Background: an optimization exercise with open tools, aiming at small area. Do not read the settings as production practice.
Only simulation tests tie the RTL to the original design; equivalence was not proved.

==> inputs of run a <==
==> flow/design.v <==
module dist_feed #(
    parameter int DW     = 64,
    parameter int QDEPTH = 4
) (
    input  logic          clk,
    input  logic          rst,
    input  logic          sv_wr_en,
    input  logic [2:0]    sv_wr_idx,
    input  logic [DW-1:0] sv_wr_data,
    input  logic          sv_commit,
    input  logic          q_valid,
    input  logic [DW-1:0] q_data,
    output logic          q_ready,
    output logic [DW-1:0] query,
    output logic [DW-1:0] search_0,
    output logic [DW-1:0] search_1,
    output logic [DW-1:0] search_2,
    output logic [DW-1:0] search_3,
    output logic [DW-1:0] search_4,
    output logic [DW-1:0] search_5,
    output logic [DW-1:0] search_6,
    output logic [DW-1:0] search_7,
    output logic          in_valid,
    output logic          commit_err,
    output logic [15:0]   q_count
);
    logic [DW-1:0] shadow   [8];
    logic [DW-1:0] active   [8];
    logic [DW-1:0] fifo_mem [4];
    logic [7:0]    mask, wr_sel, mask_wr;
    logic [1:0]    wr_ptr, rd_ptr, last_ptr;
    logic [2:0]    fifo_count;
    logic          running, pending, commit_ok, push, pop;
    always_comb begin
        wr_sel    = sv_wr_en ? (8'h01 << sv_wr_idx) : 8'h00;
        mask_wr   = mask | wr_sel;
        commit_ok = sv_commit && (mask_wr == 8'hFF);
        q_ready   = !fifo_count[2];
        push      = q_valid && q_ready;
        pop       = running && (fifo_count != 3'd0);
    end
    always_ff @(posedge clk or negedge rst) begin
        if (!rst) begin
            running    <= 1'b0;
            mask       <= 8'h00;
            commit_err <= 1'b0;
        end else begin
            if (commit_ok) begin
                running <= 1'b1;
                mask    <= 8'h00;
            end else begin
                mask <= mask_wr;
                if (sv_commit) commit_err <= 1'b1;
            end
        end
    end
    always_ff @(posedge clk) begin
        pending <= commit_ok;
    end
    always_ff @(posedge clk) begin
        for (int k = 0; k < 8; k++) begin
            if (wr_sel[k]) shadow[k] <= sv_wr_data;
            if (pending)   active[k] <= shadow[k];
        end
    end
    always_ff @(posedge clk) begin
        if (push) fifo_mem[wr_ptr] <= q_data;
    end
    always_ff @(posedge clk or negedge rst) begin
        if (!rst) begin
            wr_ptr     <= '0;
            rd_ptr     <= '0;
            fifo_count <= '0;
            in_valid   <= 1'b0;
        end else begin
            in_valid <= pop;
            if (push) wr_ptr <= wr_ptr + 1'b1;
            if (pop)  rd_ptr <= rd_ptr + 1'b1;
            case ({push, pop})
                2'b10:   fifo_count <= fifo_count + 1'b1;
                2'b01:   fifo_count <= fifo_count - 1'b1;
                default: fifo_count <= fifo_count;
            endcase
        end
    end
    logic [3:0] last_sel;
    assign last_ptr = rd_ptr - 1'b1;
    assign last_sel = 4'b0001 << last_ptr;
    always_comb begin
        query = '0;
        for (int i = 0; i < 4; i++)
            query |= {DW{last_sel[i]}} & fifo_mem[i];
    end
    assign search_0 = active[0];
    assign search_1 = active[1];
    assign search_2 = active[2];
    assign search_3 = active[3];
    assign search_4 = active[4];
    assign search_5 = active[5];
    assign search_6 = active[6];
    assign search_7 = active[7];
    logic [15:0] cnt;
    always_ff @(posedge clk or negedge rst) begin
        if (!rst)                             cnt <= 16'h0000;
        else if (in_valid && cnt != 16'hFFFF) cnt <= cnt + 16'h0001;
    end
    assign q_count = cnt;
endmodule
==> flow/flow/run.sh <==
#!/bin/bash
# Layout flow: the standard ORFS flow (standard.sh, standard synthesis unchanged) with
#  - port buffers made of buf_1 instead of the default clkdlybuf4s50_1,
#  - clock tree of clkbuf_8 leaves, 18 sinks per cluster, without dummy loads.
# Each port still gets its own buffer; clock period and constraints are the standard flow's.
set -euo pipefail
export BUFFER_PORTS_ARGS="-buffer_cell sky130_fd_sc_hd__buf_1"
export CTS_ARGS="-sink_clustering_enable -repair_clock_nets -dont_use_dummy_load -buf_list {sky130_fd_sc_hd__clkbuf_8} -sink_clustering_size 18 -sink_clustering_max_diameter 60"
bash standard.sh > standard.log 2>&1
==> flow/standard.sh <==
#!/bin/bash
# synth_recipe.tcl (not shown) runs the flow's synth.tcl, then flattens the netlist and writes it again
# the make line also repeats each setting of config.mk as NAME=value (left out here)
make -C /OpenROAD-flow-scripts/flow DESIGN_CONFIG=/design/flow/config.mk WORK_HOME=/design/flow/orfs CLKGATE_MAP_FILE= SYNTH_SCRIPT=/design/flow/synth_recipe.tcl "${@:-finish}"
==> flow/config.mk <==
export PLATFORM = sky130hd
export DESIGN_NAME = dist_feed
export DESIGN_NICKNAME = dist_feed
export VERILOG_FILES = /design/flow/design.v
export SDC_FILE = /design/flow/constraint.sdc
export NUM_CORES = 4
export LEC_CHECK = 0
export CAP_MARGIN = 20
export CORE_MARGIN = 2
export CORE_UTILIZATION = 60
export SLEW_MARGIN = 20
==> flow/constraint.sdc <==
create_clock -name core_clock -period 5.0 [get_ports {clk}]
set_input_delay 1.0000 -clock core_clock [delete_from_list [all_inputs] [get_ports {clk}]]
set_output_delay 1.0000 -clock core_clock [all_outputs]
set_load 0.01 [all_outputs]
==> run b (differences from run a) <==
--- a/flow/design.v
+++ b/flow/design.v
@@ -30,5 +30,6 @@
     logic [7:0]    mask, wr_sel, mask_wr;
-    logic [1:0]    wr_ptr, rd_ptr, last_ptr;
+    logic [1:0]    rd_ptr, last_ptr;
+    logic [3:0]    wr_oh, wr_oh_n, fifo_ld, fifo_hold;
     logic [2:0]    fifo_count;
-    logic          running, pending, commit_ok, push, pop;
+    logic          running, pending, pending_n, commit_ok, push, pop;
     always_comb begin
@@ -57,3 +58,4 @@
     always_ff @(posedge clk) begin
-        pending <= commit_ok;
+        pending   <= commit_ok;
+        pending_n <= !commit_ok;
     end
@@ -62,7 +64,12 @@
             if (wr_sel[k]) shadow[k] <= sv_wr_data;
-            if (pending)   active[k] <= shadow[k];
+            active[k] <= ({DW{pending}} & shadow[k]) | ({DW{pending_n}} & active[k]);
         end
     end
+    always_comb begin
+        fifo_ld   = {4{push}} & wr_oh;
+        fifo_hold = {4{!push}} | wr_oh_n;
+    end
     always_ff @(posedge clk) begin
-        if (push) fifo_mem[wr_ptr] <= q_data;
+        for (int i = 0; i < 4; i++)
+            fifo_mem[i] <= ({DW{fifo_ld[i]}} & q_data) | ({DW{fifo_hold[i]}} & fifo_mem[i]);
     end
@@ -70,3 +77,4 @@
         if (!rst) begin
-            wr_ptr     <= '0;
+            wr_oh      <= 4'b0001;
+            wr_oh_n    <= 4'b1110;
             rd_ptr     <= '0;
@@ -76,3 +84,6 @@
             in_valid <= pop;
-            if (push) wr_ptr <= wr_ptr + 1'b1;
+            if (push) begin
+                wr_oh   <= {wr_oh[2:0], wr_oh[3]};
+                wr_oh_n <= {wr_oh_n[2:0], wr_oh_n[3]};
+            end
             if (pop)  rd_ptr <= rd_ptr + 1'b1;
- CAP_MARGIN: 20 -> 0
- SLEW_MARGIN: 20 -> 0
==> run c (differences from run a) <==
--- a/flow/design.v
+++ b/flow/design.v
@@ -30,5 +30,8 @@
     logic [7:0]    mask, wr_sel, mask_wr;
-    logic [1:0]    wr_ptr, rd_ptr, last_ptr;
     logic [2:0]    fifo_count;
     logic          running, pending, commit_ok, push, pop;
+    logic [3:0]    fifo_ld, fifo_sh, fifo_hold;
+    logic [DW-1:0] shadow_d [8];
+    logic [DW-1:0] active_d [8];
+    logic [DW-1:0] fifo_d   [4];
     always_comb begin
@@ -38,2 +41,7 @@
         q_ready   = !fifo_count[2];
+        for (int i = 0; i < 4; i++) begin
+            fifo_ld[i]   = push && (fifo_count == 3'(i));
+            fifo_sh[i]   = in_valid && !fifo_ld[i];
+            fifo_hold[i] = !in_valid && !fifo_ld[i];
+        end
         push      = q_valid && q_ready;
@@ -59,10 +67,26 @@
     end
+    for (genvar k = 0; k < 8; k++) begin : g_bank
+        dist_feed_hold #(.W(DW)) u_shadow (
+            .ld(wr_sel[k]), .hold(!wr_sel[k]), .d(sv_wr_data), .q(shadow[k]), .y(shadow_d[k])
+        );
+        dist_feed_hold #(.W(DW)) u_active (
+            .ld(pending), .hold(!pending), .d(shadow[k]), .q(active[k]), .y(active_d[k])
+        );
+    end
+    for (genvar i = 0; i < 3; i++) begin : g_fifo
+        dist_feed_shift #(.W(DW)) u_slot (
+            .ld(fifo_ld[i]), .sh(fifo_sh[i]), .hold(fifo_hold[i]),
+            .d(q_data), .x(fifo_mem[i+1]), .q(fifo_mem[i]), .y(fifo_d[i])
+        );
+    end
+    dist_feed_hold #(.W(DW)) u_slot3 (
+        .ld(fifo_ld[3]), .hold(!fifo_ld[3]), .d(q_data), .q(fifo_mem[3]), .y(fifo_d[3])
+    );
     always_ff @(posedge clk) begin
         for (int k = 0; k < 8; k++) begin
-            if (wr_sel[k]) shadow[k] <= sv_wr_data;
-            if (pending)   active[k] <= shadow[k];
+            shadow[k] <= shadow_d[k];
+            active[k] <= active_d[k];
         end
-    end
-    always_ff @(posedge clk) begin
-        if (push) fifo_mem[wr_ptr] <= q_data;
+        for (int i = 0; i < 4; i++)
+            fifo_mem[i] <= fifo_d[i];
     end
@@ -70,4 +94,2 @@
         if (!rst) begin
-            wr_ptr     <= '0;
-            rd_ptr     <= '0;
             fifo_count <= '0;
@@ -76,4 +98,2 @@
             in_valid <= pop;
-            if (push) wr_ptr <= wr_ptr + 1'b1;
-            if (pop)  rd_ptr <= rd_ptr + 1'b1;
             case ({push, pop})
@@ -85,10 +105,3 @@
     end
-    logic [3:0] last_sel;
-    assign last_ptr = rd_ptr - 1'b1;
-    assign last_sel = 4'b0001 << last_ptr;
-    always_comb begin
-        query = '0;
-        for (int i = 0; i < 4; i++)
-            query |= {DW{last_sel[i]}} & fifo_mem[i];
-    end
+    assign query    = fifo_mem[0];
     assign search_0 = active[0];
@@ -108 +121,25 @@
 endmodule
+module dist_feed_hold #(
+    parameter int W = 64
+) (
+    input  logic         ld,
+    input  logic         hold,
+    input  logic [W-1:0] d,
+    input  logic [W-1:0] q,
+    output logic [W-1:0] y
+);
+    assign y = ({W{ld}} & d) | ({W{hold}} & q);
+endmodule
+module dist_feed_shift #(
+    parameter int W = 64
+) (
+    input  logic         ld,
+    input  logic         sh,
+    input  logic         hold,
+    input  logic [W-1:0] d,
+    input  logic [W-1:0] x,
+    input  logic [W-1:0] q,
+    output logic [W-1:0] y
+);
+    assign y = ({W{ld}} & d) | ({W{sh}} & x) | ({W{hold}} & q);
+endmodule
- SYNTH_HIERARCHICAL: default -> 1
==> impl_results.md <==
- # diodes: 3
- Outcome: complete, no violations
- YS warnings: 3
- Largest cells by area after synthesis: edfxtp_1, a22oi_1, dfrtp_1
- Layout clock area frac: 2.46%
- Final Cell Area: 46,900 um^2
- Row cnt: 96
- Wirelength, routed: slightly below 100,000 um
- Grt met1 use: 33.1%
- Crit path DAT: 2.99 ns
- Routed length on met3: ~9000 um
Source of the figures above: run a

==> impl_results.md <==
- Outcome: complete, no violations
- Grt met1 use: 40.2%
- # diodes: 6
- Routed length on met3: about 11,000 um
- Final Cell Area: 46,200 um^2
- Largest cells by area after synthesis: dfxtp_1, edfxtp_1, a22o_1
Source of the figures above: run b

==> impl_results.md <==
- Crit path DAT: 3.64 ns
- Outcome: complete, no violations
- # diodes: 8
- Layout clock area frac: about 2.6%
- Final Cell Area: roughly 45,000 um^2
- Row cnt: slightly below 100
- Wirelength, routed: 130,000 um
- Grt met1 use: between 40% and 50%
Source of the figures above: run c

==> re-timing with driven ports <==
The results above use ideal ports. As a check the final layouts listed here were re-extracted and re-timed, cells and wires unchanged. Step 1: set_driving_cell puts a clkbuf_16 on clk and a buf_2 on each other input, an assumption about the parent block. Step 2 also shifts input and output timing later by t, the mid clock arrival at the registers, as if the neighbouring blocks saw the same clock. Slacks: ideal / step 1 / step 2; pairs: ideal / step 1.
| run | t (ns) | setup slack, ns | clock arrival spread, ns | pins driven straight from the clock port |
|---|---|---|---|---|
| run a | 0.717 | 1.014 / 0.953 / 1.669 | 0.060 / 0.061 | 1 |
| run b | 0.760 | 1.025 / 0.966 / 1.726 | 0.071 / 0.071 | 1 |
| run c | 0.774 | 1.965 / 1.953 / 1.180 | 0.044 / 0.043 | 1 |
After both steps every run listed still meets setup and hold. For run c, which loses most, drivers alone change the setup slack by -0.012 ns; drivers and shift together by -0.785 ns.
